What follows belongs to an exercise in optimizing a design on an open flow for small area, a short achievable clock period and few clock cycles per item; a production flow would make more cautious choices.
No run shown here included a check of the RTL's function; only the layout flow was run.
Power figures rest on the tool's default switching activity, not on a simulated workload.

==> flow/design.v (outline; a module is shown in full before it is edited, if it fits) <==
// module conv_pool_unit: 1421 lines
// module csa_fa: 11 lines
// module cnn_layer_top: 197 lines
module cnn_layer_top
(
    input  logic        clk,
    input  logic        reset,
    input  logic [15:0] i_rd_base,
    input  logic [15:0] i_wr_base,
    output logic [15:0] o_rd_addr1,
    output logic [15:0] o_rd_addr2,
    input  logic [7:0]  i_rd_data1,
    input  logic [7:0]  i_rd_data2,
    output logic        o_wr_en,
    output logic [15:0] o_wr_addr,
    output logic [7:0]  o_wr_data,
    output logic        o_done
);
  // ...
==> flow/run.sh <==
#!/bin/bash
# synth_recipe.tcl (not shown) runs the flow's synth.tcl, then flattens the netlist and writes it again
# the make line also repeats each setting of config.mk as NAME=value (left out here)
make -C /OpenROAD-flow-scripts/flow DESIGN_CONFIG=/design/flow/config.mk WORK_HOME=/design/flow/orfs CLKGATE_MAP_FILE= SYNTH_SCRIPT=/design/flow/synth_recipe.tcl finish
==> flow/config.mk <==
export PLATFORM = sky130hd
export DESIGN_NAME = cnn_layer_top
export DESIGN_NICKNAME = cnn_layer_top
export VERILOG_FILES = /design/flow/design.v
export SDC_FILE = /design/flow/constraint.sdc
export NUM_CORES = 4
export LEC_CHECK = 0
export CAP_MARGIN = 20
export CORE_MARGIN = 2
export CORE_UTILIZATION = 40
export CTS_CLUSTER_DIAMETER = 120
export CTS_CLUSTER_SIZE = 20
export SLEW_MARGIN = 20
export SYNTH_HIERARCHICAL = 1
==> flow/constraint.sdc <==
create_clock -name core_clock -period 12.0 [get_ports {clk}]
set_input_delay 2.4000 -clock core_clock [delete_from_list [all_inputs] [get_ports {clk}]]
set_output_delay 2.4000 -clock core_clock [all_outputs]
set_load 0.01 [all_outputs]
==> impl_metrics.env, run 1 <==
export IMPL_n_tap_cell=1524
export IMPL_clkPwrFrac_pct=11.5
export IMPL_gp_congestion=0.9785
export IMPL_run_status="finished clean"
export IMPL_io_buffers=106
export IMPL_cts_resized=0
export IMPL_cpMostUsedCell="fa_1"
export IMPL_worst_slack_ns=7.706
export IMPL_synth_top_family_by_area="adder cells"
export IMPL_nNetsFinal=5240
export IMPL_synth_compound_area_share_pct=3.054
export IMPL_drt_initial_drc_count=2841
export IMPL_critPathTopFamily="adder cells"
export IMPL_die_h_um=346.3
export IMPL_use_met3_pct=6.193
export IMPL_syn_area_um2=46880
export IMPL_htreeDepth=2
export IMPL_cp_end_kind="flop"
export IMPL_synth_adder_area_share_pct=50.22
export IMPL_buffer_area_share_pct=2.131
export IMPL_hold_path_endpoint="sr[4][5]"
export IMPL_synth_edf_count=88
export IMPL_p_comb_share_pct=62.7
export IMPL_rr_endpoint="u_lane_b.nq[23]"
export IMPL_comb_cell_power_mw=7.40
export IMPL_switching_share_pct=45.30
export IMPL_cp_slowest_cell="dfxtp_1"
export IMPL_r2r_start="sr[0][4]"
export IMPL_final_clk_cell_share_pct=2.216
export IMPL_root_buffer="clkbuf_16"
export IMPL_hold_slack_ns=0.3192
export IMPL_criticalPathCategory="reg2reg"
export IMPL_first_pass_iters=6
export IMPL_final_area_um2=50370
export IMPL_seq_area_um2=12990
export IMPL_rr_worst_depth=7
export IMPL_final_cells=5505
export IMPL_top_usage_layer="met2"
export IMPL_drc=0
==> module cnn_layer_top, before the edit <==
module cnn_layer_top
(
    input  logic        clk,
    input  logic        reset,
    input  logic [15:0] i_rd_base,
    input  logic [15:0] i_wr_base,
    output logic [15:0] o_rd_addr1,
    output logic [15:0] o_rd_addr2,
    input  logic [7:0]  i_rd_data1,
    input  logic [7:0]  i_rd_data2,
    output logic        o_wr_en,
    output logic [15:0] o_wr_addr,
    output logic [7:0]  o_wr_data,
    output logic        o_done
);
    logic [5:0]  t;
    logic [5:0]  t_next;
    logic [7:0]  w [0:8];
    logic [15:0] sr [0:10];
    logic [7:0]  tap_top [0:2];
    logic [7:0]  tap_m0  [0:2];
    logic [7:0]  tap_m1  [0:2];
    logic [7:0]  tap_bot [0:2];
    logic [7:0]  tap_b0  [0:2];
    logic [7:0]  tap_b1  [0:2];
    logic [6:0]  clamp_a, clamp_b;
    logic [6:0]  low_a, low_b;
    logic        neg_a, neg_b, big_a, big_b;
    logic [1:0]  wr_pipe;
    logic [6:0]  pool_sr [0:3];
    logic [6:0]  pair_max;
    logic [6:0]  pool_out;
    logic [1:0]  wr_row;
    assign t_next = reset ? 6'd0 : ((t == 6'd63) ? t : t + 6'd1);
    always_ff @(posedge clk)
    begin
        t <= t_next;
    end
    logic [15:0] d1, d2;
    always_comb
    begin
        if (t == 6'd0)
        begin
            d1 = 16'd1;
            d2 = 16'd2;
        end
        else if (t < 6'd4)
        begin
            d1 = 16'd2;
            d2 = 16'd2;
        end
        else if (t == 6'd4)
        begin
            d1 = 16'd2;
            d2 = 16'd9;
        end
        else if (t >= 6'd36)
        begin
            d1 = 16'd0;
            d2 = 16'd0;
        end
        else if (t[1:0] == 2'd0)
        begin
            d1 = -16'd47;
            d2 = -16'd47;
        end
        else
        begin
            d1 = 16'd16;
            d2 = 16'd16;
        end
    end
    always_ff @(posedge clk)
    begin
        if (reset)
        begin
            o_rd_addr1 <= i_rd_base;
            o_rd_addr2 <= i_rd_base;
        end
        else
        begin
            o_rd_addr1 <= o_rd_addr1 + d1;
            o_rd_addr2 <= o_rd_addr2 + d2;
        end
    end
    always_ff @(posedge clk)
    begin
        if (t == 6'd1)
            w[0] <= i_rd_data1;
        for (int j = 1; j < 5; j++)
        begin
            if (t == 6'(j + 1))
            begin
                w[2*j-1] <= i_rd_data1;
                w[2*j]   <= i_rd_data2;
            end
        end
    end
    always_ff @(posedge clk)
    begin
        sr[0] <= ((t >= 6'd1 && t <= 6'd5) || t >= 6'd38) ? 16'd0 : {i_rd_data2, i_rd_data1};
        for (int k = 1; k < 11; k++)
            sr[k] <= sr[k-1];
    end
    logic [7:0] wa_top [0:2];
    logic [7:0] wb_bot [0:2];
    logic       nr0, nr3;
    assign nr0 = (t_next[1:0] == 2'd0);
    assign nr3 = (t_next[1:0] == 2'd3);
    always_ff @(posedge clk)
    begin
        for (int j = 0; j < 3; j++)
        begin
            wa_top[j] <= nr0 ? 8'd0 : w[j];
            wb_bot[j] <= nr3 ? 8'd0 : w[6+j];
        end
    end
    logic [15:0] srb [0:2];
    logic [7:0]  wb_mid [0:2];
    always_ff @(posedge clk)
    begin
        for (int j = 0; j < 3; j++)
        begin
            srb[j]    <= reset ? 16'd0 : sr[4*j];
            wb_mid[j] <= reset ? 8'd0 : w[3+j];
        end
    end
    for (genvar j = 0; j < 3; j++)
    begin : g_win
        assign tap_top[j] = sr[4*j+2][15:8];
        assign tap_m0[j]  = sr[4*j+1][7:0];
        assign tap_m1[j]  = sr[4*j+1][15:8];
        assign tap_bot[j] = sr[4*j][7:0];
        assign tap_b0[j]  = srb[j][7:0];
        assign tap_b1[j]  = srb[j][15:8];
    end
    conv_pool_unit u_lane_a (
        .clk (clk),
        .w0 (wa_top[2]), .w1 (wa_top[1]), .w2 (wa_top[0]),
        .w3 (w[5]), .w4 (w[4]), .w5 (w[3]),
        .w6 (w[8]), .w7 (w[7]), .w8 (w[6]),
        .x0 (tap_top[0]), .x1 (tap_top[1]), .x2 (tap_top[2]),
        .x3 (tap_m0[0]),  .x4 (tap_m0[1]),  .x5 (tap_m0[2]),
        .x6 (tap_m1[0]),  .x7 (tap_m1[1]),  .x8 (tap_m1[2]),
        .o_low (low_a), .o_neg (neg_a), .o_big (big_a)
    );
    conv_pool_unit u_lane_b (
        .clk (clk),
        .w0 (w[2]), .w1 (w[1]), .w2 (w[0]),
        .w3 (wb_mid[2]), .w4 (wb_mid[1]), .w5 (wb_mid[0]),
        .w6 (wb_bot[2]), .w7 (wb_bot[1]), .w8 (wb_bot[0]),
        .x0 (tap_b0[0]),  .x1 (tap_b0[1]),  .x2 (tap_b0[2]),
        .x3 (tap_b1[0]),  .x4 (tap_b1[1]),  .x5 (tap_b1[2]),
        .x6 (tap_bot[0]), .x7 (tap_bot[1]), .x8 (tap_bot[2]),
        .o_low (low_b), .o_neg (neg_b), .o_big (big_b)
    );
    always_ff @(posedge clk)
    begin
        wr_pipe <= {wr_pipe[0], (t >= 6'd12) && (t <= 6'd43) && !t[2]};
    end
    assign clamp_a = neg_a ? 7'd0 : (big_a ? 7'd127 : low_a);
    assign clamp_b = neg_b ? 7'd0 : (big_b ? 7'd127 : low_b);
    logic gt_ab, gt_ap, gt_bp;
    assign gt_ab    = clamp_a > clamp_b;
    assign gt_ap    = clamp_a > pool_sr[3];
    assign gt_bp    = clamp_b > pool_sr[3];
    assign pair_max = gt_ab ? clamp_a : clamp_b;
    assign pool_out = (gt_ab && gt_ap) ? clamp_a : ((!gt_ab && gt_bp) ? clamp_b : pool_sr[3]);
    always_ff @(posedge clk)
    begin
        pool_sr[0] <= pair_max;
        for (int k = 1; k < 4; k++)
            pool_sr[k] <= pool_sr[k-1];
        o_wr_data <= {1'b0, pool_out};
    end
    always_ff @(posedge clk)
    begin
        if (reset)
        begin
            o_wr_en   <= 1'b0;
            o_done    <= 1'b0;
            o_wr_addr <= i_wr_base;
            wr_row    <= '0;
        end
        else
        begin
            o_wr_en <= wr_pipe[1];
            if (t == 6'd45)
                o_done <= 1'b1;
            if (o_wr_en)
            begin
                wr_row    <= wr_row + 2'd1;
                o_wr_addr <= o_wr_addr + ((wr_row == 2'd3) ? -16'd11 : 16'd4);
            end
        end
    end
endmodule
==> run 2: changes to the inputs <==
--- a/flow/design.v
+++ b/flow/design.v
@@ -15,23 +15,26 @@
     input  logic [7:0] x2,
     input  logic [7:0] x3,
     input  logic [7:0] x4,
     input  logic [7:0] x5,
     input  logic [7:0] x6,
     input  logic [7:0] x7,
     input  logic [7:0] x8,
     output logic [6:0] o_low,    
-    output logic       o_neg,    
-    output logic       o_big     
+    output logic       o_c7,     
+    output logic       o_gh,     
+    output logic       o_ph,     
+    output logic       o_p18,    
+    output logic       o_hz      
 );
     logic [575:0] npp;
     logic [545:0] ns_f, nc_f;
     logic [8:0] ns_h, nc_h;
-    logic [65:0] nd, nq;
+    logic [63:0] nd, nq;
     logic [18:0] na, nb, g, p, s;
     assign npp[0] = ~(w0[0] & x0[0]);
     assign npp[1] = ~(w0[0] & x0[1]);
     assign npp[2] = ~(w0[0] & x0[2]);
     assign npp[3] = ~(w0[0] & x0[3]);
     assign npp[4] = ~(w0[0] & x0[4]);
     assign npp[5] = ~(w0[0] & x0[5]);
     assign npp[6] = ~(w0[0] & x0[6]);
@@ -1117,139 +1120,140 @@
     csa_fa u_fa506 (.a(nc_f[476]), .b(ns_f[478]), .c(nc_f[477]), .s(ns_f[506]), .co(nc_f[506]));
     csa_fa u_fa507 (.a(ns_f[446]), .b(nc_f[478]), .c(nc_f[479]), .s(ns_f[507]), .co(nc_f[507]));
     csa_fa u_fa508 (.a(ns_f[481]), .b(ns_f[482]), .c(nc_f[480]), .s(ns_f[508]), .co(nc_f[508]));
     csa_fa u_fa509 (.a(ns_f[449]), .b(nc_f[481]), .c(nc_f[482]), .s(ns_f[509]), .co(nc_f[509]));
     csa_fa u_fa510 (.a(ns_f[484]), .b(nc_f[483]), .c(ns_f[485]), .s(ns_f[510]), .co(nc_f[510]));
     csa_fa u_fa511 (.a(nc_f[449]), .b(ns_f[486]), .c(nc_f[484]), .s(ns_f[511]), .co(nc_f[511]));
     csa_fa u_fa512 (.a(ns_f[452]), .b(nc_f[451]), .c(nc_f[486]), .s(ns_f[512]), .co(nc_f[512]));
     csa_fa u_fa513 (.a(ns_f[453]), .b(nc_f[452]), .c(nc_f[488]), .s(ns_f[513]), .co(nc_f[513]));
+    csa_fa u_fa514 (.a(ns_f[479]), .b(ns_f[480]), .c(nc_f[502]), .s(ns_f[514]), .co(nc_f[514]));
+    csa_fa u_fa515 (.a(ns_f[488]), .b(nc_f[487]), .c(ns_f[512]), .s(ns_f[515]), .co(nc_f[515]));
+    assign ns_f[516] = nc_f[453] ^ nc_f[513];
+    assign nc_f[516] = nc_f[453] & nc_f[513];
     assign ns_h[0] = ~(nq[24] ^ nq[25]);
     assign nc_h[0] = nq[24] | nq[25];
     assign ns_h[1] = ~(nq[31] ^ nq[32]);
     assign nc_h[1] = nq[31] | nq[32];
-    csa_fa u_fa514 (.a(nq[37]), .b(nq[38]), .c(nq[39]), .s(ns_f[514]), .co(nc_f[514]));
     assign ns_h[2] = ~(nq[14] ^ nq[15]);
     assign nc_h[2] = nq[14] | nq[15];
-    csa_fa u_fa515 (.a(nq[19]), .b(nq[20]), .c(nq[21]), .s(ns_f[515]), .co(nc_f[515]));
-    csa_fa u_fa516 (.a(nq[26]), .b(nq[27]), .c(nq[28]), .s(ns_f[516]), .co(nc_f[516]));
+    csa_fa u_fa517 (.a(nq[19]), .b(nq[20]), .c(nq[21]), .s(ns_f[517]), .co(nc_f[517]));
+    csa_fa u_fa518 (.a(nq[26]), .b(nq[27]), .c(nq[28]), .s(ns_f[518]), .co(nc_f[518]));
     assign ns_h[3] = ~(nq[29] ^ nq[30]);
     assign nc_h[3] = nq[29] | nq[30];
-    csa_fa u_fa517 (.a(nq[33]), .b(nq[34]), .c(nq[35]), .s(ns_f[517]), .co(nc_f[517]));
-    csa_fa u_fa518 (.a(nq[36]), .b(nc_h[0]), .c(ns_h[1]), .s(ns_f[518]), .co(nc_f[518]));
-    csa_fa u_fa519 (.a(nq[40]), .b(nq[41]), .c(nq[42]), .s(ns_f[519]), .co(nc_f[519]));
-    csa_fa u_fa520 (.a(nq[43]), .b(nc_h[1]), .c(ns_f[514]), .s(ns_f[520]), .co(nc_f[520]));
-    csa_fa u_fa521 (.a(nq[44]), .b(nq[45]), .c(nq[46]), .s(ns_f[521]), .co(nc_f[521]));
-    csa_fa u_fa522 (.a(nq[47]), .b(nq[48]), .c(nc_f[514]), .s(ns_f[522]), .co(nc_f[522]));
-    csa_fa u_fa523 (.a(nq[49]), .b(nq[50]), .c(nq[51]), .s(ns_f[523]), .co(nc_f[523]));
-    csa_fa u_fa524 (.a(nq[53]), .b(nq[54]), .c(nq[55]), .s(ns_f[524]), .co(nc_f[524]));
-    assign ns_h[4] = ~(nq[58] ^ nq[59]);
-    assign nc_h[4] = nq[58] | nq[59];
-    assign ns_h[5] = ~(nq[10] ^ nq[11]);
-    assign nc_h[5] = nq[10] | nq[11];
-    csa_fa u_fa525 (.a(nq[16]), .b(nq[17]), .c(nq[18]), .s(ns_f[525]), .co(nc_f[525]));
-    csa_fa u_fa526 (.a(nq[22]), .b(nq[23]), .c(nc_h[2]), .s(ns_f[526]), .co(nc_f[526]));
-    csa_fa u_fa527 (.a(ns_h[3]), .b(ns_h[0]), .c(nc_f[515]), .s(ns_f[527]), .co(nc_f[527]));
-    csa_fa u_fa528 (.a(nc_h[3]), .b(nc_f[516]), .c(ns_f[517]), .s(ns_f[528]), .co(nc_f[528]));
-    csa_fa u_fa529 (.a(nc_f[517]), .b(ns_f[519]), .c(nc_f[518]), .s(ns_f[529]), .co(nc_f[529]));
-    csa_fa u_fa530 (.a(nc_f[519]), .b(ns_f[521]), .c(ns_f[522]), .s(ns_f[530]), .co(nc_f[530]));
-    csa_fa u_fa531 (.a(nq[52]), .b(nc_f[521]), .c(ns_f[523]), .s(ns_f[531]), .co(nc_f[531]));
-    csa_fa u_fa532 (.a(nq[56]), .b(nq[57]), .c(nc_f[523]), .s(ns_f[532]), .co(nc_f[532]));
-    csa_fa u_fa533 (.a(nq[60]), .b(nq[61]), .c(ns_h[4]), .s(ns_f[533]), .co(nc_f[533]));
-    assign ns_h[6] = ~(nq[62] ^ nq[63]);
-    assign nc_h[6] = nq[62] | nq[63];
-    assign ns_f[534] = nq[64] ^ nq[65];
-    assign nc_f[534] = nq[64] & nq[65];
+    csa_fa u_fa519 (.a(nq[33]), .b(nq[34]), .c(nq[35]), .s(ns_f[519]), .co(nc_f[519]));
+    csa_fa u_fa520 (.a(nq[36]), .b(nc_h[0]), .c(ns_h[1]), .s(ns_f[520]), .co(nc_f[520]));
+    csa_fa u_fa521 (.a(nq[37]), .b(nq[38]), .c(nq[39]), .s(ns_f[521]), .co(nc_f[521]));
+    csa_fa u_fa522 (.a(nq[40]), .b(nq[41]), .c(nc_h[1]), .s(ns_f[522]), .co(nc_f[522]));
+    csa_fa u_fa523 (.a(nq[42]), .b(nq[43]), .c(nq[44]), .s(ns_f[523]), .co(nc_f[523]));
+    csa_fa u_fa524 (.a(nq[45]), .b(nq[46]), .c(nq[47]), .s(ns_f[524]), .co(nc_f[524]));
+    csa_fa u_fa525 (.a(nq[48]), .b(nq[49]), .c(nq[50]), .s(ns_f[525]), .co(nc_f[525]));
+    csa_fa u_fa526 (.a(nq[52]), .b(nq[53]), .c(nq[54]), .s(ns_f[526]), .co(nc_f[526]));
+    assign ns_h[4] = ~(nq[10] ^ nq[11]);
+    assign nc_h[4] = nq[10] | nq[11];
+    csa_fa u_fa527 (.a(nq[16]), .b(nq[17]), .c(nq[18]), .s(ns_f[527]), .co(nc_f[527]));
+    csa_fa u_fa528 (.a(nq[22]), .b(nq[23]), .c(nc_h[2]), .s(ns_f[528]), .co(nc_f[528]));
+    csa_fa u_fa529 (.a(ns_h[3]), .b(ns_h[0]), .c(nc_f[517]), .s(ns_f[529]), .co(nc_f[529]));
+    csa_fa u_fa530 (.a(nc_h[3]), .b(nc_f[518]), .c(ns_f[519]), .s(ns_f[530]), .co(nc_f[530]));
+    csa_fa u_fa531 (.a(nc_f[519]), .b(ns_f[521]), .c(ns_f[522]), .s(ns_f[531]), .co(nc_f[531]));
+    csa_fa u_fa532 (.a(nc_f[521]), .b(ns_f[523]), .c(ns_f[524]), .s(ns_f[532]), .co(nc_f[532]));
+    csa_fa u_fa533 (.a(nq[51]), .b(nc_f[523]), .c(nc_f[524]), .s(ns_f[533]), .co(nc_f[533]));
+    csa_fa u_fa534 (.a(nq[55]), .b(nq[56]), .c(nc_f[525]), .s(ns_f[534]), .co(nc_f[534]));
+    assign ns_h[5] = ~(nq[57] ^ nq[58]);
+    assign nc_h[5] = nq[57] | nq[58];
+    assign ns_h[6] = ~(nq[59] ^ nq[60]);
+    assign nc_h[6] = nq[59] | nq[60];
     assign ns_h[7] = ~(nq[7] ^ nq[8]);
     assign nc_h[7] = nq[7] | nq[8];
-    csa_fa u_fa535 (.a(nq[12]), .b(nq[13]), .c(ns_h[5]), .s(ns_f[535]), .co(nc_f[535]));
-    csa_fa u_fa536 (.a(nc_h[5]), .b(ns_h[2]), .c(ns_f[525]), .s(ns_f[536]), .co(nc_f[536]));
-    csa_fa u_fa537 (.a(nc_f[525]), .b(ns_f[515]), .c(ns_f[526]), .s(ns_f[537]), .co(nc_f[537]));
-    csa_fa u_fa538 (.a(ns_f[516]), .b(nc_f[526]), .c(ns_f[527]), .s(ns_f[538]), .co(nc_f[538]));
-    csa_fa u_fa539 (.a(ns_f[518]), .b(nc_f[527]), .c(ns_f[528]), .s(ns_f[539]), .co(nc_f[539]));
-    csa_fa u_fa540 (.a(nc_f[528]), .b(ns_f[520]), .c(ns_f[529]), .s(ns_f[540]), .co(nc_f[540]));
-    csa_fa u_fa541 (.a(nc_f[520]), .b(nc_f[529]), .c(ns_f[530]), .s(ns_f[541]), .co(nc_f[541]));
-    csa_fa u_fa542 (.a(nc_f[522]), .b(ns_f[531]), .c(nc_f[530]), .s(ns_f[542]), .co(nc_f[542]));
-    csa_fa u_fa543 (.a(ns_f[524]), .b(ns_f[532]), .c(nc_f[531]), .s(ns_f[543]), .co(nc_f[543]));
-    csa_fa u_fa544 (.a(nc_f[524]), .b(ns_f[533]), .c(nc_f[532]), .s(ns_f[544]), .co(nc_f[544]));
-    csa_fa u_fa545 (.a(nc_h[4]), .b(ns_h[6]), .c(nc_f[533]), .s(ns_f[545]), .co(nc_f[545]));
-    assign ns_h[8] = ~(nc_h[6] ^ ns_f[534]);
-    assign nc_h[8] = nc_h[6] | ns_f[534];
+    csa_fa u_fa535 (.a(nq[12]), .b(nq[13]), .c(ns_h[4]), .s(ns_f[535]), .co(nc_f[535]));
+    csa_fa u_fa536 (.a(nc_h[4]), .b(ns_h[2]), .c(ns_f[527]), .s(ns_f[536]), .co(nc_f[536]));
+    csa_fa u_fa537 (.a(nc_f[527]), .b(ns_f[517]), .c(ns_f[528]), .s(ns_f[537]), .co(nc_f[537]));
+    csa_fa u_fa538 (.a(ns_f[518]), .b(nc_f[528]), .c(ns_f[529]), .s(ns_f[538]), .co(nc_f[538]));
+    csa_fa u_fa539 (.a(ns_f[520]), .b(nc_f[529]), .c(ns_f[530]), .s(ns_f[539]), .co(nc_f[539]));
+    csa_fa u_fa540 (.a(nc_f[520]), .b(nc_f[530]), .c(ns_f[531]), .s(ns_f[540]), .co(nc_f[540]));
+    csa_fa u_fa541 (.a(nc_f[522]), .b(nc_f[531]), .c(ns_f[532]), .s(ns_f[541]), .co(nc_f[541]));
+    csa_fa u_fa542 (.a(ns_f[525]), .b(nc_f[532]), .c(ns_f[533]), .s(ns_f[542]), .co(nc_f[542]));
+    csa_fa u_fa543 (.a(ns_f[526]), .b(nc_f[533]), .c(ns_f[534]), .s(ns_f[543]), .co(nc_f[543]));
+    csa_fa u_fa544 (.a(ns_h[5]), .b(nc_f[526]), .c(nc_f[534]), .s(ns_f[544]), .co(nc_f[544]));
+    csa_fa u_fa545 (.a(nq[61]), .b(nc_h[5]), .c(ns_h[6]), .s(ns_f[545]), .co(nc_f[545]));
+    assign ns_h[8] = ~(nq[62] ^ nc_h[6]);
+    assign nc_h[8] = nq[62] | nc_h[6];
     assign nd[0] = ns_f[192];
     assign nd[1] = ns_f[195];
     assign nd[2] = ns_f[320];
     assign nd[3] = ns_f[454];
     assign nd[4] = nc_f[454];
     assign nd[5] = ns_f[455];
     assign nd[6] = ns_f[489];
-    assign nd[7] = nc_f[489];
-    assign nd[8] = ns_f[490];
+    assign nd[7] = ns_f[490];
+    assign nd[8] = nc_f[489];
     assign nd[9] = ns_f[491];
     assign nd[10] = nc_f[490];
-    assign nd[11] = nc_f[491];
-    assign nd[12] = ns_f[492];
+    assign nd[11] = ns_f[492];
+    assign nd[12] = nc_f[491];
     assign nd[13] = ns_f[493];
-    assign nd[14] = nc_f[492];
-    assign nd[15] = nc_f[493];
+    assign nd[14] = ns_f[465];
+    assign nd[15] = nc_f[492];
     assign nd[16] = ns_f[494];
-    assign nd[17] = ns_f[495];
-    assign nd[18] = ns_f[465];
-    assign nd[19] = nc_f[494];
-    assign nd[20] = nc_f[495];
-    assign nd[21] = ns_f[496];
+    assign nd[17] = nc_f[493];
+    assign nd[18] = ns_f[495];
+    assign nd[19] = ns_f[496];
+    assign nd[20] = nc_f[494];
+    assign nd[21] = nc_f[495];
     assign nd[22] = ns_f[497];
     assign nd[23] = ns_f[498];
-    assign nd[24] = nc_f[496];
-    assign nd[25] = nc_f[497];
-    assign nd[26] = nc_f[498];
-    assign nd[27] = ns_f[499];
+    assign nd[24] = ns_f[473];
+    assign nd[25] = nc_f[496];
+    assign nd[26] = ns_f[499];
+    assign nd[27] = nc_f[497];
     assign nd[28] = ns_f[500];
-    assign nd[29] = ns_f[501];
-    assign nd[30] = ns_f[473];
+    assign nd[29] = nc_f[498];
+    assign nd[30] = ns_f[501];
     assign nd[31] = nc_f[499];
-    assign nd[32] = nc_f[500];
-    assign nd[33] = nc_f[501];
-    assign nd[34] = ns_f[502];
-    assign nd[35] = ns_f[503];
+    assign nd[32] = ns_f[502];
+    assign nd[33] = nc_f[500];
+    assign nd[34] = ns_f[503];
+    assign nd[35] = nc_f[501];
     assign nd[36] = ns_f[504];
-    assign nd[37] = nc_f[502];
+    assign nd[37] = ns_f[505];
     assign nd[38] = nc_f[503];
     assign nd[39] = nc_f[504];
-    assign nd[40] = ns_f[505];
-    assign nd[41] = ns_f[506];
-    assign nd[42] = ns_f[479];
-    assign nd[43] = ns_f[480];
-    assign nd[44] = nc_f[505];
+    assign nd[40] = ns_f[506];
+    assign nd[41] = ns_f[514];
+    assign nd[42] = ns_f[483];
+    assign nd[43] = nc_f[505];
+    assign nd[44] = ns_f[507];
     assign nd[45] = nc_f[506];
-    assign nd[46] = ns_f[507];
-    assign nd[47] = ns_f[508];
-    assign nd[48] = ns_f[483];
-    assign nd[49] = nc_f[507];
+    assign nd[46] = ns_f[508];
+    assign nd[47] = nc_f[514];
+    assign nd[48] = nc_f[507];
+    assign nd[49] = ns_f[509];
     assign nd[50] = nc_f[508];
-    assign nd[51] = ns_f[509];
-    assign nd[52] = ns_f[510];
-    assign nd[53] = nc_f[509];
-    assign nd[54] = nc_f[510];
-    assign nd[55] = ns_f[511];
-    assign nd[56] = nc_f[485];
-    assign nd[57] = ns_f[487];
-    assign nd[58] = nc_f[511];
-    assign nd[59] = ns_f[512];
-    assign nd[60] = ns_f[488];
-    assign nd[61] = nc_f[487];
-    assign nd[62] = nc_f[512];
-    assign nd[63] = ns_f[513];
-    assign nd[64] = nc_f[513];
-    assign nd[65] = nc_f[453];
+    assign nd[51] = ns_f[510];
+    assign nd[52] = nc_f[485];
+    assign nd[53] = ns_f[487];
+    assign nd[54] = ns_f[511];
+    assign nd[55] = nc_f[509];
+    assign nd[56] = nc_f[510];
+    assign nd[57] = nc_f[511];
+    assign nd[58] = ns_f[515];
+    assign nd[59] = nc_f[512];
+    assign nd[60] = ns_f[513];
+    assign nd[61] = nc_f[515];
+    assign nd[62] = ns_f[516];
+    assign nd[63] = nc_f[516];
     always_ff @(posedge clk)
     begin
         nq      <= nd;
         o_low   <= s[6:0];
-        o_neg   <= s[18];
-        o_big   <= !s[18] && !hz;
+        o_c7    <= c7;
+        o_gh    <= gh;
+        o_ph    <= ph;
+        o_p18   <= p[18];
+        o_hz    <= hz;
     end
     assign na[0] = nq[0];
     assign nb[0] = 1'b1;
     assign na[1] = nq[1];
     assign nb[1] = nq[2];
     assign na[2] = nq[3];
     assign nb[2] = 1'b1;
     assign na[3] = nq[4];
@@ -1278,17 +1282,17 @@
     assign nb[14] = ns_f[543];
     assign na[15] = nc_f[543];
     assign nb[15] = ns_f[544];
     assign na[16] = nc_f[544];
     assign nb[16] = ns_f[545];
     assign na[17] = nc_f[545];
     assign nb[17] = ns_h[8];
     assign na[18] = nc_h[8];
-    assign nb[18] = nc_f[534];
+    assign nb[18] = nq[63];
     assign g = ~(na | nb);
     assign p = na ^ nb;
     logic g0_1, p0_1;
     logic g0_3, p0_3;
     logic g0_5, p0_5;
     logic g0_7, p0_7;
     logic g0_9, p0_9;
     logic g0_11, p0_11;
@@ -1394,16 +1398,20 @@
     assign g4_16 = g[16] | (p[16] & g3_15);
     assign p4_16 = p[16] & p3_15;
     assign g4_17 = g0_17 | (p0_17 & g3_15);
     assign p4_17 = p0_17 & p3_15;
     assign g4_18 = g1_18 | (p1_18 & g3_15);
     assign p4_18 = p1_18 & p3_15;
     assign s[0] = p[0];
     logic hz;
+    logic gh, ph, c7;
+    assign c7 = g2_6;
+    assign gh = ((((g[17] | (p[17] & g[16])) | ((p[17] & p[16]) & g[15])) | (((p[17] & p[16]) & p[15]) & ((g[14] | (p[14] & g[13])) | ((p[14] & p[13]) & g[12])))) | ((((p[17] & p[16]) & p[15]) & ((p[14] & p[13]) & p[12])) & (((g[11] | (p[11] & g[10])) | ((p[11] & p[10]) & g[9])) | (((p[11] & p[10]) & p[9]) & (g[8] | (p[8] & g[7]))))));
+    assign ph = ((((p[17] & p[16]) & p[15]) & ((p[14] & p[13]) & p[12])) & (((p[11] & p[10]) & p[9]) & (p[8] & p[7])));
     assign hz = ~(p[7] ^ g2_6) & ~((p[8] ^ ~(na[7] & nb[7])) | (p[9] ^ ~(na[8] & nb[8])) | (p[10] ^ ~(na[9] & nb[9])) | (p[11] ^ ~(na[10] & nb[10])) | (p[12] ^ ~(na[11] & nb[11])) | (p[13] ^ ~(na[12] & nb[12])) | (p[14] ^ ~(na[13] & nb[13])) | (p[15] ^ ~(na[14] & nb[14])) | (p[16] ^ ~(na[15] & nb[15])) | (p[17] ^ ~(na[16] & nb[16])));
     assign s[1] = p[1] ^ g[0];
     assign s[2] = p[2] ^ g0_1;
     assign s[3] = p[3] ^ g1_2;
     assign s[4] = p[4] ^ g1_3;
     assign s[5] = p[5] ^ g2_4;
     assign s[6] = p[6] ^ g2_5;
     assign s[7] = p[7] ^ g2_6;
@@ -1448,21 +1456,21 @@
     logic [5:0]  t;
     logic [5:0]  t_next;
     logic [7:0]  w [0:8];
     logic [15:0] sr [0:10];
     logic [7:0]  tap_top [0:2];
     logic [7:0]  tap_m0  [0:2];
     logic [7:0]  tap_m1  [0:2];
     logic [7:0]  tap_bot [0:2];
-    logic [7:0]  tap_b0  [0:2];
-    logic [7:0]  tap_b1  [0:2];
     logic [6:0]  clamp_a, clamp_b;
     logic [6:0]  low_a, low_b;
     logic        neg_a, neg_b, big_a, big_b;
+    logic        c7_a, gh_a, ph_a, p18_a, hz_a;
+    logic        c7_b, gh_b, ph_b, p18_b, hz_b;
     logic [1:0]  wr_pipe;
     logic [6:0]  pool_sr [0:3];
     logic [6:0]  pair_max;
     logic [6:0]  pool_out;
     logic [1:0]  wr_row;
     assign t_next = reset ? 6'd0 : ((t == 6'd63) ? t : t + 6'd1);
     always_ff @(posedge clk)
     begin
@@ -1542,59 +1550,56 @@
     always_ff @(posedge clk)
     begin
         for (int j = 0; j < 3; j++)
         begin
             wa_top[j] <= nr0 ? 8'd0 : w[j];
             wb_bot[j] <= nr3 ? 8'd0 : w[6+j];
         end
     end
-    logic [15:0] srb [0:2];
-    logic [7:0]  wb_mid [0:2];
-    always_ff @(posedge clk)
-    begin
-        for (int j = 0; j < 3; j++)
-        begin
-            srb[j]    <= reset ? 16'd0 : sr[4*j];
-            wb_mid[j] <= reset ? 8'd0 : w[3+j];
-        end
-    end
     for (genvar j = 0; j < 3; j++)
     begin : g_win
         assign tap_top[j] = sr[4*j+2][15:8];
         assign tap_m0[j]  = sr[4*j+1][7:0];
         assign tap_m1[j]  = sr[4*j+1][15:8];
         assign tap_bot[j] = sr[4*j][7:0];
-        assign tap_b0[j]  = srb[j][7:0];
-        assign tap_b1[j]  = srb[j][15:8];
     end
     conv_pool_unit u_lane_a (
         .clk (clk),
         .w0 (wa_top[2]), .w1 (wa_top[1]), .w2 (wa_top[0]),
         .w3 (w[5]), .w4 (w[4]), .w5 (w[3]),
         .w6 (w[8]), .w7 (w[7]), .w8 (w[6]),
         .x0 (tap_top[0]), .x1 (tap_top[1]), .x2 (tap_top[2]),
         .x3 (tap_m0[0]),  .x4 (tap_m0[1]),  .x5 (tap_m0[2]),
         .x6 (tap_m1[0]),  .x7 (tap_m1[1]),  .x8 (tap_m1[2]),
-        .o_low (low_a), .o_neg (neg_a), .o_big (big_a)
+        .o_low (low_a), .o_c7 (c7_a), .o_gh (gh_a), .o_ph (ph_a),
+        .o_p18 (p18_a), .o_hz (hz_a)
     );
     conv_pool_unit u_lane_b (
         .clk (clk),
         .w0 (w[2]), .w1 (w[1]), .w2 (w[0]),
-        .w3 (wb_mid[2]), .w4 (wb_mid[1]), .w5 (wb_mid[0]),
+        .w3 (w[5]), .w4 (w[4]), .w5 (w[3]),
         .w6 (wb_bot[2]), .w7 (wb_bot[1]), .w8 (wb_bot[0]),
-        .x0 (tap_b0[0]),  .x1 (tap_b0[1]),  .x2 (tap_b0[2]),
-        .x3 (tap_b1[0]),  .x4 (tap_b1[1]),  .x5 (tap_b1[2]),
+        .x0 (tap_m0[0]),  .x1 (tap_m0[1]),  .x2 (tap_m0[2]),
+        .x3 (tap_m1[0]),  .x4 (tap_m1[1]),  .x5 (tap_m1[2]),
         .x6 (tap_bot[0]), .x7 (tap_bot[1]), .x8 (tap_bot[2]),
-        .o_low (low_b), .o_neg (neg_b), .o_big (big_b)
+        .o_low (low_b), .o_c7 (c7_b), .o_gh (gh_b), .o_ph (ph_b),
+        .o_p18 (p18_b), .o_hz (hz_b)
     );
     always_ff @(posedge clk)
     begin
-        wr_pipe <= {wr_pipe[0], (t >= 6'd12) && (t <= 6'd43) && !t[2]};
+        if (reset)
+            wr_pipe <= '0;
+        else
+            wr_pipe <= {wr_pipe[0], (t >= 6'd12) && (t <= 6'd43) && !t[2]};
     end
+    assign neg_a = p18_a ^ (gh_a | (ph_a & c7_a));
+    assign neg_b = p18_b ^ (gh_b | (ph_b & c7_b));
+    assign big_a = !neg_a && !hz_a;
+    assign big_b = !neg_b && !hz_b;
     assign clamp_a = neg_a ? 7'd0 : (big_a ? 7'd127 : low_a);
     assign clamp_b = neg_b ? 7'd0 : (big_b ? 7'd127 : low_b);
     logic gt_ab, gt_ap, gt_bp;
     assign gt_ab    = clamp_a > clamp_b;
     assign gt_ap    = clamp_a > pool_sr[3];
     assign gt_bp    = clamp_b > pool_sr[3];
     assign pair_max = gt_ab ? clamp_a : clamp_b;
     assign pool_out = (gt_ab && gt_ap) ? clamp_a : ((!gt_ab && gt_bp) ? clamp_b : pool_sr[3]);
@@ -1606,24 +1611,24 @@
         o_wr_data <= {1'b0, pool_out};
     end
     always_ff @(posedge clk)
     begin
         if (reset)
         begin
             o_wr_en   <= 1'b0;
             o_done    <= 1'b0;
-            o_wr_addr <= i_wr_base;
+            o_wr_addr <= i_wr_base + 16'd11;
             wr_row    <= '0;
         end
         else
         begin
             o_wr_en <= wr_pipe[1];
             if (t == 6'd45)
                 o_done <= 1'b1;
-            if (o_wr_en)
+            if (wr_pipe[1])
             begin
                 wr_row    <= wr_row + 2'd1;
-                o_wr_addr <= o_wr_addr + ((wr_row == 2'd3) ? -16'd11 : 16'd4);
+                o_wr_addr <= o_wr_addr + ((wr_row == 2'd0) ? -16'd11 : 16'd4);
             end
         end
     end
 endmodule
==> flow/flow/run.sh (new file) <==
#!/bin/bash
# The standard layout (the standard.sh: standard synthesis, floorplan,
# placement, CTS, routing, all unchanged), with two settings for the tools:
# repair_timing aims for a setup margin of 8.2 ns, so that it also works on
# paths well inside the 12 ns clock, and the port buffers are buf_4 cells.
# The SDC (clock period, I/O delays, loads) is the standard flow's, unchanged.
set -o pipefail
bash standard.sh SETUP_SLACK_MARGIN=8.2 "BUFFER_PORTS_ARGS=-buffer_cell sky130_fd_sc_hd__buf_4" finish > standard_flow.log 2>&1
==> flow/standard.sh (new file) <==
#!/bin/bash
# synth_recipe.tcl (not shown) runs the flow's synth.tcl, then flattens the netlist and writes it again
# the make line also repeats each setting of config.mk as NAME=value (left out here)
make -C /OpenROAD-flow-scripts/flow DESIGN_CONFIG=/design/flow/config.mk WORK_HOME=/design/flow/orfs CLKGATE_MAP_FILE= SYNTH_SCRIPT=/design/flow/synth_recipe.tcl "${@:-finish}"
removed: flow/run.sh
==> impl_metrics.env, run 2 <==
export IMPL_clk_pin_slew_ns=0.08
export IMPL_die_area_um2=115200
export IMPL_die_width_um=339.4
export IMPL_tritoncts="built"
export IMPL_clk_latency_ns=0.65
export IMPL_syn_area_um2=44990
export IMPL_setup_viol=0
export IMPL_clkPwrFrac_pct=9.8
export IMPL_synthTopCellsByArea="fa_1 48%, dfxtp_1 20%, nand2_1 8.0%, edfxtp_1 5.9%, ha_1 4.1%"
export IMPL_ys_flop_type="dfxtp_1"
export IMPL_place_area_um2=47210
export IMPL_final_max_slew_violation_count=0
export IMPL_leakagePower_nw=18.46
export IMPL_final_common_cell="nand2_1"
export IMPL_largest_register="sr"
export IMPL_yosysTopAreaCellShare_pct=48.23
export IMPL_rr_worst_depth=8
export IMPL_io_buffers=106
export IMPL_cts_buffers=35
export IMPL_run_status="finished clean"
export IMPL_wl_met2_um=68740
export IMPL_postSynthCellCount=3804
export IMPL_cp_slowest_cell="fa_2"
export IMPL_worstHoldStart="sr[7][9]"
export IMPL_gp_congestion=0.9815
export IMPL_rr_endpoint="u_lane_b.nq[13]"
export IMPL_max_freq_mhz=255.3
export IMPL_fin_crit_sh_pct=32.65
export IMPL_vdd_drop_max_uv=382.4
export IMPL_min_path_cells=0
export IMPL_arrival_ns=4.40
export IMPL_power_switching_mw=5.984
export IMPL_hpwlAfterDp_um=111300
export IMPL_vias=30930
export IMPL_maxCapViolCount=0
export IMPL_final_area_um2=53050
export IMPL_wl_um=152600
export IMPL_max_slew_margin_rel_pct=23.87
export IMPL_first_pass_iters=6
export IMPL_criticalPathCategory="reg2reg"
export IMPL_post_route_min_period_ns=3.917
export IMPL_cts_sinks=535
export IMPL_mostFrequentLayoutCells="957 x nand2_1, 786 x fa_1, 366 x buf_4"
export IMPL_grt_antenna_before_repair=6
export IMPL_wl_met1_um=58750
export IMPL_layout_drive_gt1_share_pct=23.78
export IMPL_synth_top_cell_by_area="fa_1"
export IMPL_postRouteAntennaNets=0
export IMPL_p_int_mw=7.166
export IMPL_worstPathMaxFanout=9
export IMPL_vias_per_cell=5.433
export IMPL_htreeDepth=2
export IMPL_syn_area_per_cell_um2=11.83
export IMPL_rsz0062_at_grt="yes"
export IMPL_hold_violations=0
export IMPL_yosysWarnings=26
export IMPL_switching_share_pct=45.51
export IMPL_power_density_nw_per_um2=247.9
export IMPL_hold_path_endpoint="sr[8][9]"
export IMPL_grt_ovfl_total=0
export IMPL_hp_class="reg2reg"
export IMPL_grt_pass1_vias=33980
export IMPL_ys_seq_area_share_pct=25.76
export IMPL_grt_pass1_wl_um=221800
export IMPL_drc=0
export IMPL_cpMostUsedCell="fa_2"
export IMPL_critPathBufInv=1
export IMPL_drt_initial_drc_count=3074
export IMPL_finalSetupTns_ns=0
export IMPL_rows=123
export IMPL_r2r_start="sr[5][8]"
export IMPL_clk_path_buf_depth=3
export IMPL_ys_ff_latch=535
export IMPL_wl_met3_um=15640
export IMPL_largest_register_ffs=168
export IMPL_grt_max_degree=97
export IMPL_coreArea_um2=112000
export IMPL_cp_end_kind="flop"
export IMPL_critPathMaxStageDelay_ns=0.60
export IMPL_async_flop_share_pct=0
export IMPL_tightest_slew_ns=1.142
export IMPL_initial_utilization_pct=40.16
export IMPL_skew_ns=0.05278
export IMPL_synth_edf_count=88
export IMPL_ys_top_cells_by_count="1084 x fa_1, 962 x nand2_1, 447 x dfxtp_1"
export IMPL_wl_per_cell_um=26.79
export IMPL_grt_use_total_pct=26.59
export IMPL_nNetsFinal=5457
export IMPL_die_h_um=339.4
export IMPL_path_cells="buf_4 > nand2_1 > fa_2 > fa_1 > fa_2 > fa_2 > fa_2 > fa_1"
export IMPL_synth_nets=5086
export IMPL_top_regs="sr (168), w (72)"
export IMPL_root_buffer="clkbuf_16"
export IMPL_synth_most_common_cell="fa_1"
export IMPL_routed_top_layer="met5"
export IMPL_syn2layout_area_growth_pct=17.90
export IMPL_cp_required_ns=12.48
export IMPL_r2r_setup_slack_ns=8.08
export IMPL_ios=108
export IMPL_p_comb_share_pct=69.0
export IMPL_startpoint_type="flop"
export IMPL_critPathTopFamily="adder cells"
export IMPL_ys_types=63
export IMPL_p_seq_share_pct=21.2
[run 2: cell count changes in the layout (fill, tap and decap cells not counted), moves of 12 or more]
cell,delta
fa_2,+298
buf_4,+363
clkdlybuf4s50_1,-105
buf_12,+54
and2_1,-15
fa_1,-298
nor2b_1,-61
buf_6,+48
dfxtp_4,+94
dfxtp_1,-208
dfxtp_2,+44
and2_4,+12
xnor2_1,+30
nor2_1,-17
[run 2: area by class of cell]
cell class              count  area (µm²)
fillers                 10050       58990
multi-input cells        2968       33070
flip-flops and latches    535       12000
repair buffers            473        4419
well taps                1500        1877
clock buffers              46       938.4
inverters                 162       611.8
clock inverters             8       127.6
diodes                      2       5.005
[run 2: timing repair]
| item | CTS | global route |
|---|---|---|
| pin swaps | 100 | 97 |
| setup endpoints to repair | 123 | 76 |
| gates cloned | 1 | 0 |
| gates resized for setup | 399 | 192 |
| buffers inserted | 307 | 52 |
| hold buffers | 0 | 0 |
[run 2: through the flow]
stage | hold slack [ns] | power (mW) | std cells | utilization, % | setup slack (ns)
3_3_place_gp | 0.3096 | 11.38 | 5277 | 42.13 | 7.547
5_1_grt | 0.3243 | 14.45 | 5692 | 47.34 | 8.049
2_1_floorplan | 0.3096 | 8.720 | 3804 | - | 8.203
4_1_cts | 0.3165 | 13.12 | 5639 | 46.42 | 8.094
3_5_place_dp | 0.3121 | 11.54 | 5277 | 42.13 | 7.507
6_report | 0.3206 | 13.15 | 5694 | 47.35 | 8.083
[run 2: worst max path at each step]
stage / startpoint / end / slack [ns] / cells after the start
6_report: sr[5][8] / u_lane_b.nq[13] / 8.08 / 8
5_1_grt: sr[5][8] / u_lane_b.nq[13] / 8.05 / 8
4_1_cts: w[7][3] / u_lane_a.nq[41] / 8.09 / 9
3_5_place_dp: sr[5][5] / u_lane_b.nq[41] / 7.51 / 8
3_3_place_gp: sr[1][5] / u_lane_b.nq[41] / 7.55 / 8
2_1_floorplan: sr[1][3] / u_lane_b.nq[41] / 8.20 / 9
[run 2: modules after synthesis, one instance, submodules excluded]
module	cells	cell area, µm²	flops+latches
cnn_layer_top	1020	12830	383
conv_pool_unit	851	5249	76
csa_fa	1	20.02	0
[run 2: cells by family after synthesis]
family	Yosys count	synth area share [%]
simple gates	1433	14.32
fa+ha+maj	1232	52.35
flops	535	25.76
buf+inv	301	2.583
compound gates	199	2.926
xor+xnor	90	1.752
mux	13	0.3003
other cells	1	0.008335
[run 2: per-layer routing]
layer  global-route usage (%)  up-vias
met5                        0        -
met4                    13.62        2
met3                    6.390      417
met2                    41.46     1860
met1                    34.68    16090
li1                         -    12560
[run 2: power by group through the flow]
stage | Clock, mW | Combinational, mW | Sequential [mW]
floorplan | 0 | 6.10 | 2.62
global placement | 0 | 8.50 | 2.89
detailed placement | 0 | 8.64 | 2.90
CTS | 1.31 | 9.01 | 2.79
global route | 1.38 | 10.2 | 2.83
finish | 1.28 | 9.08 | 2.79
==> run 3: changes to the inputs <==
==> flow/flow/run.sh (replaced) <==
#!/bin/bash
# The standard layout (the standard.sh: standard synthesis, floorplan,
# placement, CTS, routing, all unchanged), with two settings for the tools:
# repair_timing aims for a setup margin of 8.4 ns, so that it also works on
# paths well inside the 12 ns clock, and the port buffers are buf_4 cells.
# The SDC (clock period, I/O delays, loads) is the standard flow's, unchanged.
set -o pipefail
bash standard.sh SETUP_SLACK_MARGIN=8.4 "BUFFER_PORTS_ARGS=-buffer_cell sky130_fd_sc_hd__buf_4" finish > standard_flow.log 2>&1
==> impl_metrics.env, run 3 <==
export IMPL_postSynthCellCount=3804
export IMPL_clk_pin_slew_ns=0.09
export IMPL_rsz0062_at_grt="yes"
export IMPL_post_route_min_period_ns=3.831
export IMPL_max_freq_mhz=261.0
export IMPL_synth_xor_area_share_pct=1.752
export IMPL_cp_required_ns=12.47
export IMPL_vdd_drop_max_uv=299.2
export IMPL_tritoncts="built"
export IMPL_mostFrequentLayoutCells="933 x nand2_1, 570 x fa_1, 514 x fa_2"
export IMPL_yosysWarnings=26
export IMPL_wl_per_cell_um=26.74
export IMPL_largest_register="sr"
export IMPL_ys_top_cells_by_count="1084 x fa_1, 962 x nand2_1, 447 x dfxtp_1"
export IMPL_r2r_setup_slack_ns=8.17
export IMPL_syn_area_per_cell_um2=11.83
export IMPL_ys_flop_type="dfxtp_1"
export IMPL_cts_sinks=535
export IMPL_final_common_cell="nand2_1"
export IMPL_cts_buffers=36
export IMPL_gp_congestion=0.9701
export IMPL_ys_types=63
export IMPL_die_area_um2=115200
export IMPL_cp_end_kind="flop"
export IMPL_grt_antenna_before_repair=5
export IMPL_syn2layout_area_growth_pct=21.07
export IMPL_ys_ff_latch=535
export IMPL_drt_initial_drc_count=2958
export IMPL_synth_edf_count=88
export IMPL_arrival_ns=4.31
export IMPL_power_density_nw_per_um2=246.3
export IMPL_first_pass_iters=5
export IMPL_clk_latency_ns=0.63
export IMPL_max_slew_margin_rel_pct=20.19
export IMPL_hpwlAfterDp_um=109100
export IMPL_grt_use_total_pct=26.40
export IMPL_leakagePower_nw=18.79
export IMPL_hp_class="reg2reg"
export IMPL_nNetsFinal=5434
export IMPL_die_width_um=339.4
export IMPL_grt_pass1_wl_um=220800
export IMPL_wl_um=151700
export IMPL_yosysTopAreaCellShare_pct=48.23
export IMPL_synth_adder_area_share_pct=52.35
export IMPL_syn_area_um2=44990
export IMPL_synthSimpleGateAreaFrac_pct=14.32
export IMPL_async_flop_share_pct=0
export IMPL_postRouteAntennaNets=0
export IMPL_grt_pass1_vias=34040
export IMPL_drc=0
export IMPL_coreArea_um2=112000
export IMPL_synth_top_cell_by_area="fa_1"
export IMPL_synth_top_family_by_area="adder cells"
export IMPL_criticalPathCategory="reg2reg"
export IMPL_worstPathMaxFanout=8
export IMPL_skew_ns=0.04547
export IMPL_synthTopCellsByArea="fa_1 48%, dfxtp_1 20%, nand2_1 8.0%, edfxtp_1 5.9%, ha_1 4.1%"
export IMPL_root_buffer="clkbuf_16"
export IMPL_place_area_um2=47600
export IMPL_maxCapViolCount=0
export IMPL_largest_register_ffs=168
export IMPL_ys_seq_area_share_pct=25.76
export IMPL_grt_ovfl_total=0
export IMPL_top_regs="sr (168), w (72)"
export IMPL_synth_compound_area_share_pct=2.925
export IMPL_vias=31030
export IMPL_rows=123
export IMPL_initial_utilization_pct=40.16
export IMPL_die_h_um=339.4
export IMPL_final_max_slew_violation_count=0
export IMPL_hold_violations=0
export IMPL_clk_path_buf_depth=3
export IMPL_vias_per_cell=5.468
export IMPL_io_buffers=106
export IMPL_synth_nets=5086
export IMPL_grt_max_degree=97
export IMPL_run_status="finished clean"
export IMPL_fin_crit_sh_pct=31.93
export IMPL_synth_most_common_cell="fa_1"
export IMPL_tightest_slew_ns=1.197
export IMPL_layout_drive_gt1_share_pct=30.69
export IMPL_finalSetupTns_ns=0
export IMPL_setup_viol=0
export IMPL_muxShareOfSynthArea_pct=0.3003
export IMPL_htreeDepth=2
export IMPL_startpoint_type="flop"
export IMPL_final_area_um2=54470
export IMPL_ios=108
==> run 3: cell count changes in the layout (fill, tap and decap cells not counted), moves of 4 or more <==
cell	delta
fa_1	-216
fa_2	+216
buf_4	-103
buf_12	+44
and2_1	-42
and2_4	+42
dfxtp_4	+32
buf_6	+31
nand2_1	-24
dfxtp_2	-18
dfxtp_1	-14
nand2_2	+13
nand2_4	+11
buf_8	+4
==> run 3: cell families (layout without fill, tap and decap cells) <==
family | after synthesis | count (layout)
fa+ha+maj | 1232 | 1232
compound gates | 199 | 199
buf+inv | 301 | 668
xor+xnor | 90 | 90
flops | 535 | 535
mux | 13 | 13
other cells | 1 | 4
simple gates | 1433 | 1433
==> run 3: final cells by class <==
| cell class | instances | area (µm²) |
|---|---|---|
| Clock inverter | 9 | 112.6 |
| Inverter | 162 | 611.8 |
| Sequential cell | 535 | 12100 |
| Timing Repair Buffer | 449 | 4942 |
| Tap cell | 1500 | 1877 |
| Clock buffer | 48 | 977.2 |
| Antenna cell | 3 | 7.507 |
| Multi-Input combinational cell | 2968 | 33850 |
| Fill cell | 9874 | 57560 |
==> run 3: worst max-delay path: stages (launching register included) <==
cell and delay, ns:
edfxtp_1 0.43, buf_6 0.18, and2_4 0.15, fa_1 0.50, fa_2 0.37, fa_1 0.53, fa_2 0.63, fa_2 0.45
fa_1 0.44
==> run 3: per-stage QoR <==
step           hold WS [ns]  total power, mW  utilization (%)  instances  setup slack, ns
6_report             0.3179            13.41            48.62       5674            8.169
5_1_grt              0.3331            14.76            48.62       5671            8.115
4_1_cts              0.3239            13.31            47.63       5627            8.185
3_5_place_dp         0.3121            11.57            42.48       5275            7.615
3_3_place_gp         0.3102            11.41            42.48       5275            7.661
2_1_floorplan        0.3096            8.810                -       3804            8.331
==> run 3: routing by layer <==
metal | part of all wire [%] | global-route usage (%) | wire, µm | vias to the layer above
li1 | - | - | - | 12510
met1 | 37 | 34.08 | 55810 | 16050
met2 | 45 | 41.01 | 68830 | 2023
met3 | 12 | 7.112 | 17730 | 438
met4 | 6.1 | 13.45 | 9307 | 4
met5 | 0.020 | 0 | 31 | -
==> run 3: report_power, final <==
group          leakage [nW]  internal (mW)  switching (mW)
registers              4.62           2.40           0.353
logic                  13.6           4.34            5.03
clock network         0.531          0.593           0.703
total                  18.8           7.33            6.08
==> run 3: modules after synthesis, one instance, submodules excluded <==
module / area (µm²) / copies in the design / cells
cnn_layer_top: 12830 / 1 / 1020
conv_pool_unit: 5249 / 2 / 851
csa_fa: 20.02 / 1082 / 1
==> run 3: final timing paths <==
path         startpoint               to  cells after the start
max             w[4][2]  u_lane_a.nq[36]                      8
min            sr[3][0]         sr[4][0]                      0
max reg2reg     w[4][2]  u_lane_a.nq[36]                      8
min reg2reg    sr[3][0]         sr[4][0]                      0
==> run 3: timing repair <==
item,CTS,global route
pin swaps,139,195
hold endpoints to repair,0,0
gates resized for setup,553,258
hold buffers,0,0
gates cloned,0,0
buffers inserted,295,43
setup endpoints to repair,155,118

-- port drivers added, routing unchanged --
No port has a modelled driver above. Below, the same layouts with a new extraction and two added sets of constraints.
Step 1 (the two cells are an assumption about what drives the block):
set clk [get_ports {clk}]
set_driving_cell -lib_cell sky130_fd_sc_hd__clkbuf_16 $clk
set_driving_cell -lib_cell sky130_fd_sc_hd__buf_2 [delete_from_list [all_inputs] $clk]
Step 2 adds t to the input delays and takes it off the output delays; t is the mean of the earliest and latest rising clock arrival at the registers after step 1. Input paths then give back, and output paths get back, about the clock's delay inside the block.
Slacks: ideal ports / drivers / drivers and shift; pairs: ideal ports / drivers.
run | t (ns) | setup WS [ns] | worst hold slack (ns) | worst setup path at the end | clock arrival spread, ns
run 1 | 0.692 | 7.706 / 7.706 / 7.057 | 0.319 / 0.319 / 0.319 | input to register | 0.045 / 0.045
run 2 | 0.700 | 8.083 / 8.083 / 7.860 | 0.321 / 0.321 / 0.321 | input to register | 0.053 / 0.053
run 3 | 0.674 | 8.169 / 8.169 / 7.900 | 0.318 / 0.318 / 0.318 | input to register | 0.051 / 0.051
After both steps setup and hold are still met in every run listed. The setup slack of run 1, which loses most, moves by 0.000 ns with the drivers and by -0.649 ns with both steps.
